From an optimization exercise on the open Yosys and OpenROAD flow, aimed at small area, a short achievable clock period and few clock cycles per item; shortcuts taken in it are not production practice.
RTL that was checked went through simulation tests only; none was proved equivalent to the original.
No activity file was given, so power comes from the tool's default toggle rates.

## run A
// rolling_hash_substring_counter_top
module rolling_hash_substring_counter_top (
  input  logic        clk,
  input  logic        rst_n,
  input  logic        in_valid,
  output logic        in_ready,
  input  logic [1:0]  in_op,
  input  logic [7:0]  in_char,
  output logic        out_valid,
  input  logic        out_ready,
  output logic        out_match,
  output logic [15:0] out_start,
  output logic [15:0] out_count
);
make LEC_CHECK=0 ABC_CLOCK_PERIOD_IN_PS=3400 CAP_MARGIN=20 CORE_MARGIN=2 CORE_UTILIZATION=60 CTS_CLUSTER_DIAMETER=80 CTS_CLUSTER_SIZE=28 SETUP_SLACK_MARGIN=3.6 SLEW_MARGIN=20 SYNTH_HIERARCHICAL=1 SYNTH_MINIMUM_KEEP_SIZE=0 finish   # period 7.0 ns
run.sh (not shown) runs the stock make flow with config.mk's settings and CLKGATE_MAP_FILE= SYNTH_SCRIPT=/design/flow/synth_recipe.tcl, a recipe that flattens the netlist after the stock synthesis.
#### Input delta (run G over run A)
Settings: ABC_CLOCK_PERIOD_IN_PS: 3400 -> 3200; SETUP_SLACK_MARGIN: 3.6 -> 3.8.
### Flow results
From run A to run G the numbers moved as follows: number of buffer and inverter instances along the worst setup path went up by 1, clock skew was more or less identical, smallest setup slack after layout went up by 0.037 ns.
Run G has core utilization above what run A had.
Looking at critical path launch point, the u_back.j_r[27] result is from run G; the u_back.j_r[3] one comes from run A.
No run of this note included a check of the RTL's function; only the layout flow was run.


Another version of the RTL of rolling_hash_substring_counter_top (not shown whole).
Size: roughly 3300 cells after synthesis, about 920 flip-flops, ~47000 um2 of cells after synthesis.
Settings: LEC_CHECK=0, ABC_CLOCK_PERIOD_IN_PS=3100, CAP_MARGIN=20, CORE_MARGIN=2, CORE_UTILIZATION=60, CTS_BUF_LIST=sky130_fd_sc_hd__clkbuf_8, CTS_CLUSTER_DIAMETER=60, CTS_CLUSTER_SIZE=20, SETUP_SLACK_MARGIN=3.9, SLEW_MARGIN=20, SYNTH_HIERARCHICAL=1, SYNTH_MINIMUM_KEEP_SIZE=0; clock period 7.0 ns.
Testbench counts at the start, summed over its fixed seeds: cycles 24,804, items 22,232.
Next try:
Settings changed: ABC_CLOCK_PERIOD_IN_PS 3100 to 3050, CTS_BUF_LIST sky130_fd_sc_hd__clkbuf_8 to default, CTS_CLUSTER_DIAMETER 60 to 80, CTS_CLUSTER_SIZE 20 to 28, SETUP_SLACK_MARGIN 3.9 to 3.95.
Outcome: The new run went through all stages and came out clean; wire length goes down by 1.4%; cell count goes down by about 0.6%; design area climbs by about 0.34%.


job 101:
Another version of the RTL of rolling_hash_substring_counter_top (not shown whole).
Size in the first run: roughly 3,800 cells after synthesis, roughly 49 I/O pins, about 47,000 um^2 of cells after synthesis.
clock: 7.0 ns
lec_check: 0
abc_area: 1
abc_clock_period_in_ps: 3100
cap_margin: 20
core_margin: 2
core_utilization: 60
cts_cluster_diameter: 80
cts_cluster_size: 28
setup_slack_margin: 3.9
slew_margin: 20
synth_hierarchical: 1
synth_minimum_keep_size: 0
Having completed the whole flow, job 101 delivered a layout that passed the timing, DRC and antenna checks.
Testbench counts of job 101, summed over its fixed seeds: cycles 24,804, items 22,232.
--- input diff job 101..job 102 ---
-- flow/config.mk --
<<< job 101, line 7
export LEC_CHECK = 0
export ABC_AREA = 1
export ABC_CLOCK_PERIOD_IN_PS = 3100
export CAP_MARGIN = 20
>>> job 102, line 7
export LEC_CHECK = 0
export ABC_AREA = 0
export ABC_CLOCK_PERIOD_IN_PS = 3600
export CAP_MARGIN = 20
### Flow results
[compare] base=job 101 new=job 102: part of the cycle the worst path needs has decreased, final-layout setup total negative slack neither gained nor lost much, number of rows created at floorplan -about 1%, number of ordinary inverters in the final layout went down 55%. Looking only at number of cells on the critical path, and setting everything else aside, the higher value of job 102 and job 101 goes to job 101. [job 102 vs job 101] initial antenna violation count: lower in job 102. Job 102 and job 101 ended up with nearly the same growth of design area from synthesis to finish. Total internal power for job 102 is higher than for job 101. From job 101 to job 102 the numbers moved as follows: minimum setup slack in the final design grew by 0.045 ns, worst hold slack grew by 0.042 ns.
Input-level comparison between job 103 and job 102:
-- flow/config.mk --
<<< job 102, line 7
export LEC_CHECK = 0
export ABC_AREA = 0
export ABC_CLOCK_PERIOD_IN_PS = 3600
export CAP_MARGIN = 20
>>> job 103, line 7
export LEC_CHECK = 0
export ABC_CLOCK_PERIOD_IN_PS = 3100
export CAP_MARGIN = 20
Notes after the runs:
- Looking at the reports, job 103 completed the entire flow and the layout it produced met the timing, DRC and antenna checks.
- Job 102 completed every stage of the flow, and the final layout passed the timing, DRC and antenna checks.
- Number of clock buffers in the layout came out exactly the same in job 103 and job 102.
- [compare] base=job 102 new=job 103: number of nets at the end of the flow flat; non-clock buffer count held steady; combinational share of power held steady; TritonCTS sink count held steady; fraction of area in registers ~0 delta.

## port drivers added, routing unchanged
Ports are ideal in the flow. The routed layouts listed here were re-timed in OpenROAD.
Step 1 (the two cells are an assumption about what drives the block):
set clk [get_ports {clk}]
set_driving_cell -lib_cell sky130_fd_sc_hd__clkbuf_16 $clk
set_driving_cell -lib_cell sky130_fd_sc_hd__buf_2 [delete_from_list [all_inputs] $clk]
Step 2, shift: input delay + t, output delay - t, t = (earliest + latest rising clock arrival at the registers) / 2. This alone moves slack from input paths to output paths.
a / b / c = ideal / step 1 / step 2; a / b = the first two.
run	shift t [ns]	setup slack, ns	hold WS [ns]	slew at the worst register clock pin (ns)
run A	0.698	3.660 / 3.660 / 3.128	0.339 / 0.339 / 0.339	0.11 / 0.11
run G	0.689	3.697 / 3.697 / 3.333	0.336 / 0.336 / 0.336	0.11 / 0.11
the first run of note 2	0.763	3.916 / 3.916 / 3.287	0.335 / 0.335 / 0.335	0.12 / 0.12
the second run of note 2	0.691	3.924 / 3.924 / 3.554	0.339 / 0.339 / 0.339	0.11 / 0.11
job 101	0.697	3.900 / 3.900 / 3.318	0.302 / 0.302 / 0.302	0.11 / 0.11
job 102	0.714	3.945 / 3.902 / 3.394	0.344 / 0.344 / 0.344	0.11 / 0.11
job 103	0.714	3.945 / 3.902 / 3.394	0.344 / 0.344 / 0.344	0.11 / 0.11
After both steps setup and hold are still met in every run listed. For the first run of note 2, which loses most, drivers alone change the setup slack by 0.000 ns; drivers and shift together by -0.629 ns.
